This design comes from an exercise in tuning for small area on the open sky130 flow, not from production work. Function was checked by simulation only, so behaviour that the tests miss may differ from the original. Power and IR drop assume default switching activity. The clock port is modelled as an ideal driver; clocking choices that lean on that would not hold on a real chip.

P:
==> module frame_buf_mem, before the edit <==
module frame_buf_mem (
    input  logic                clk_50_4m,
    input  logic                rst,
    input  logic [3:0]          vt_phase,
    input  logic [2:0]          vt_row,
    input  logic                mem_wr_en,
    input  logic                mem_wr_restart,
    input  logic                mem_wr_done,     
    input  ctrl_pkg::bank_t     mem_wr_bank,
    input  ctrl_pkg::fb_addr_t  mem_wr_addr,
    input  logic [15:0]         mem_wr_data,
    input  logic                mem_rd_en,
    input  ctrl_pkg::bank_t     mem_rd_bank,
    output logic [15:0]         mem_rd_data     
);
    localparam int NQ = 8;
    logic [NQ*16-1:0]   q_lp;
    logic [2:0]         q_ins;
    logic [3:0]         q_cnt;
    logic [7:0]         q_head_idx;     
    logic               q_deq;
    logic [3:0]         q_left;
    logic [15:0]        q_head;
    assign q_head_idx = {mem_wr_bank ^ mem_wr_done, mem_wr_addr} - 8'(q_cnt);
    assign q_deq  = (q_cnt != 4'd0) && (q_head_idx[3:0] == vt_phase);
    assign q_left = q_cnt - 4'(q_deq);
    assign q_head = q_lp[15:0];
    assign q_ins  = 3'(vt_phase[2:0] + 3'd1 - mem_wr_addr[2:0]);
    for (genvar i = 0; i < NQ; i++) begin : g_qpos
        logic ins;
        assign ins = mem_wr_en && (q_ins == 3'(i));
        always_ff @(posedge clk_50_4m) begin
            q_lp[16*i +: 16] <= (mem_wr_data & {16{ins}}) |
                                (q_lp[16*((i + NQ - 1) % NQ) +: 16] & ~{16{ins}});
        end
    end
    always_ff @(posedge clk_50_4m) begin
        if (rst) begin
            q_cnt <= '0;
        end else begin
            if (mem_wr_restart) begin
                q_cnt <= (mem_wr_addr < 7'(q_left)) ? q_left - 4'(mem_wr_addr) : 4'd0;
            end else begin
                q_cnt <= q_left + 4'(mem_wr_en);
            end
        end
    end
    logic [15:0] tap [2][8];
    for (genvar b = 0; b < 2; b++) begin : g_bank
        for (genvar y = 0; y < 8; y++) begin : g_row
            logic [16*16-1:0] lp;
            logic             ld;
            assign ld = q_deq && (q_head_idx[7] == b) && (q_head_idx[6:4] == y);
            always_ff @(posedge clk_50_4m) begin
                lp <= {lp[15*16-1:0], (q_head & {16{ld}}) | (lp[16*16-1 -: 16] & ~{16{ld}})};
            end
            assign tap[b][y] = lp[16*((y % 2 == 0) ? 0 : 8) +: 16];
        end
    end
    logic       rd_en_q;
    logic       rd_bank_q;
    logic [2:0] rd_row_q;
    always_ff @(posedge clk_50_4m) begin
        rd_en_q   <= mem_rd_en;
        rd_bank_q <= mem_rd_bank;
        rd_row_q  <= vt_row;
    end
    assign mem_rd_data = rd_en_q ? tap[rd_bank_q][rd_row_q] : '0;
endmodule
==> module img_cap_ctrl, before the edit <==
module img_cap_ctrl (
    input  logic               clk_50_4m,
    input  logic               rst,
    input  logic               pix_valid,
    input  logic [15:0]        pix,
    input  logic               cam_frame_start,
    input  logic               vt_de,
    input  logic               vt_frame_start,
    output logic               fb_wr_en,
    output ctrl_pkg::bank_t    fb_wr_bank,
    output ctrl_pkg::fb_addr_t fb_wr_addr,
    output logic [15:0]        fb_wr_data,
    output logic               fb_wr_restart,
    output logic               fb_wr_done,
    output logic               fb_rd_en,
    output ctrl_pkg::bank_t    fb_rd_bank,
    output logic [8-1:0] frames_stored,
    output logic [8-1:0] frames_dropped
);
    localparam ctrl_pkg::fb_addr_t LAST_ADDR = ctrl_pkg::fb_addr_t'((16 * 8) - 1);
    ctrl_pkg::cap_state_t state;
    ctrl_pkg::fb_addr_t   wr_addr;
    ctrl_pkg::bank_t      wr_bank;
    ctrl_pkg::bank_t      rd_bank;
    logic       rd_valid;         
    logic       stored_pulse;
    logic       swap;
    assign swap = vt_frame_start && ((state == ctrl_pkg::CAP_PENDING) || (state == ctrl_pkg::CAP_SKIP));
    always_ff @(posedge clk_50_4m) begin
        if (rst) begin
            state          <= ctrl_pkg::CAP_WAIT;
            wr_addr        <= '0;
            wr_bank        <= 1'b0;
            rd_bank        <= 1'b0;
            rd_valid       <= 1'b0;
            stored_pulse   <= 1'b0;
            frames_stored  <= '0;
            frames_dropped <= '0;
        end else begin
            stored_pulse <= 1'b0;
            if (stored_pulse) begin
                frames_stored <= frames_stored + 1'b1;
            end
            case (state)
                ctrl_pkg::CAP_WAIT: begin
                    if (cam_frame_start) begin
                        state   <= ctrl_pkg::CAP_WRITE;
                        wr_addr <= '0;
                    end
                end
                ctrl_pkg::CAP_WRITE: begin
                    if (cam_frame_start) begin
                        wr_addr <= '0;                   
                    end else if (pix_valid) begin
                        wr_addr <= wr_addr + 1'b1;
                        if (wr_addr == LAST_ADDR) begin
                            state        <= ctrl_pkg::CAP_PENDING;
                            stored_pulse <= 1'b1;
                        end
                    end
                end
                ctrl_pkg::CAP_PENDING, ctrl_pkg::CAP_SKIP: begin
                    if (swap) begin
                        rd_bank  <= wr_bank;
                        rd_valid <= 1'b1;
                        wr_bank  <= ~wr_bank;
                        state    <= cam_frame_start ? ctrl_pkg::CAP_WRITE : ctrl_pkg::CAP_WAIT;
                        wr_addr  <= '0;
                    end else if (cam_frame_start) begin
                        state          <= ctrl_pkg::CAP_SKIP;
                        frames_dropped <= frames_dropped + 1'b1;
                    end
                end
                default: state <= ctrl_pkg::CAP_WAIT;
            endcase
        end
    end
    assign fb_wr_en   = (state == ctrl_pkg::CAP_WRITE) && pix_valid && !cam_frame_start;
    assign fb_wr_bank = wr_bank;
    assign fb_wr_addr = wr_addr;
    assign fb_wr_data = pix;
    assign fb_wr_restart = (state == ctrl_pkg::CAP_WRITE) && cam_frame_start;
    assign fb_wr_done    = (state == ctrl_pkg::CAP_PENDING) || (state == ctrl_pkg::CAP_SKIP);
    assign fb_rd_en   = vt_de && rd_valid;
    assign fb_rd_bank = rd_bank;
endmodule
clock: 10.0 ns
lec_check: 0
cap_margin: 20
core_margin: 2
core_utilization: 70
slew_margin: 20
synth_memory_max_bits: 8192
standard.sh (not shown) runs the stock make flow with config.mk's settings and CLKGATE_MAP_FILE= SYNTH_SCRIPT=/design/flow/synth_recipe.tcl, a recipe that flattens the netlist after the stock synthesis.
==> flow/flow/run.sh <==
#!/bin/bash
# The standard layout (standard.sh) with three changes to how it is made:
#  - synthesis: the standard flow's synthesis script unchanged, except that its ABC
#    technology mapping uses an area-oriented script (flow/abc_map.script)
#    in place of ORFS's speed script. Flip-flops are mapped before ABC
#    runs, so the registers are those of the standard synthesis.
#  - clock tree: sink clusters of up to 34 flops within 60 um, and no
#    dummy loads (they only pad leaf buffers for balance)
#  - port buffers: the smallest buffer, buf_1, instead of the default pick
# Floorplan, power grid, taps, placement and routing are the standard
# flow. make's full output goes to standard.log in this folder; ORFS's
# per-step logs stay under orfs/logs.
set -euo pipefail
W=$PWD
cat > "$W/area_synth.tcl" <<EOF
proc abc {args} {
  set i [lsearch \$args -script]
  if {\$i >= 0} { lset args [expr {\$i + 1}] $W/flow/abc_map.script }
  yosys abc {*}\$args
}
source $W/synth_recipe.tcl
EOF
export CTS_ARGS="-sink_clustering_enable -repair_clock_nets -sink_clustering_size 34 -sink_clustering_max_diameter 60 -dont_use_dummy_load"
export BUFFER_PORTS_ARGS="-buffer_cell sky130_fd_sc_hd__buf_1"
bash standard.sh finish "SYNTH_SCRIPT=$W/area_synth.tcl" > standard.log 2>&1
==> flow/flow/abc_map.script <==
strash
dch
amap
topo
stime -c
#### Input delta (Q over P)
diff --git a/flow/design.v b/flow/design.v
--- a/flow/design.v
+++ b/flow/design.v
@@ -138,17 +138,17 @@
     logic [3:0]         q_left;
     logic [15:0]        q_head;
     assign q_head_idx = {mem_wr_bank ^ mem_wr_done, mem_wr_addr} - 8'(q_cnt);
     assign q_deq  = (q_cnt != 4'd0) && (q_head_idx[3:0] == vt_phase);
     assign q_left = q_cnt - 4'(q_deq);
-    assign q_head = q_lp[15:0];
+    assign q_head = ~q_lp[15:0];
     assign q_ins  = 3'(vt_phase[2:0] + 3'd1 - mem_wr_addr[2:0]);
     for (genvar i = 0; i < NQ; i++) begin : g_qpos
         logic ins;
         assign ins = mem_wr_en && (q_ins == 3'(i));
         always_ff @(posedge clk_50_4m) begin
-            q_lp[16*i +: 16] <= (mem_wr_data & {16{ins}}) |
+            q_lp[16*i +: 16] <= (~mem_wr_data & {16{ins}}) |
                                 (q_lp[16*((i + NQ - 1) % NQ) +: 16] & ~{16{ins}});
         end
     end
     always_ff @(posedge clk_50_4m) begin
         if (rst) begin
@@ -205,21 +205,19 @@
 );
     localparam ctrl_pkg::fb_addr_t LAST_ADDR = ctrl_pkg::fb_addr_t'((16 * 8) - 1);
     ctrl_pkg::cap_state_t state;
     ctrl_pkg::fb_addr_t   wr_addr;
     ctrl_pkg::bank_t      wr_bank;
-    ctrl_pkg::bank_t      rd_bank;
     logic       rd_valid;         
     logic       stored_pulse;
     logic       swap;
     assign swap = vt_frame_start && ((state == ctrl_pkg::CAP_PENDING) || (state == ctrl_pkg::CAP_SKIP));
     always_ff @(posedge clk_50_4m) begin
         if (rst) begin
             state          <= ctrl_pkg::CAP_WAIT;
             wr_addr        <= '0;
             wr_bank        <= 1'b0;
-            rd_bank        <= 1'b0;
             rd_valid       <= 1'b0;
             stored_pulse   <= 1'b0;
             frames_stored  <= '0;
             frames_dropped <= '0;
         end else begin
@@ -245,11 +243,10 @@
                         end
                     end
                 end
                 ctrl_pkg::CAP_PENDING, ctrl_pkg::CAP_SKIP: begin
                     if (swap) begin
-                        rd_bank  <= wr_bank;
                         rd_valid <= 1'b1;
                         wr_bank  <= ~wr_bank;
                         state    <= cam_frame_start ? ctrl_pkg::CAP_WRITE : ctrl_pkg::CAP_WAIT;
                         wr_addr  <= '0;
                     end else if (cam_frame_start) begin
@@ -266,11 +263,11 @@
     assign fb_wr_addr = wr_addr;
     assign fb_wr_data = pix;
     assign fb_wr_restart = (state == ctrl_pkg::CAP_WRITE) && cam_frame_start;
     assign fb_wr_done    = (state == ctrl_pkg::CAP_PENDING) || (state == ctrl_pkg::CAP_SKIP);
     assign fb_rd_en   = vt_de && rd_valid;
-    assign fb_rd_bank = rd_bank;
+    assign fb_rd_bank = ~wr_bank;
 endmodule
 `timescale 1ns/10ps
 module stereo_cap_top (
     input  logic               clk_50_4m,
     input  logic               rst,
## What came out
As far as final hold violation count goes, P and Q are indistinguishable; the numbers are identical. In terms of core utilization, Q and P differ only marginally. The lower routed wire length came out of Q. Going from P to Q, the net switching fraction of the power was found to have gone down by 0.41 points. Maximum clock frequency of Q exceeds that of P slightly. Compared Q against P; TritonCTS sink count within noise.

-- static timing again, ports no longer ideal --
The results above use ideal ports. As a check the final layouts listed here were re-extracted and re-timed, cells and wires unchanged. Step 1, drivers: a clkbuf_16 drives clk_50_4m and a buf_2 each remaining input, both assumed. Step 2 moves the port delays by t, midway between the first and last clock arrival at a register: inputs arrive t later, outputs are due t later. That takes back most of the time a late clock gives input paths. a / b / c = no drivers / after step 1 / after step 2; a / b = the first two.
run | t, ns | setup slack, ns | worst hold slack (ns) | worst register clock-pin slew, ns | worst slew at a driven data input, ns
P | 0.859 | 3.776 / 3.698 / 4.557 | 0.285 / 0.285 / 0.285 | 0.12 / 0.12 | 0.06
Q | 0.847 | 3.840 / 3.766 / 4.613 | 0.279 / 0.279 / 0.279 | 0.12 / 0.12 | 0.05
After both steps setup and hold are still met in every run listed.
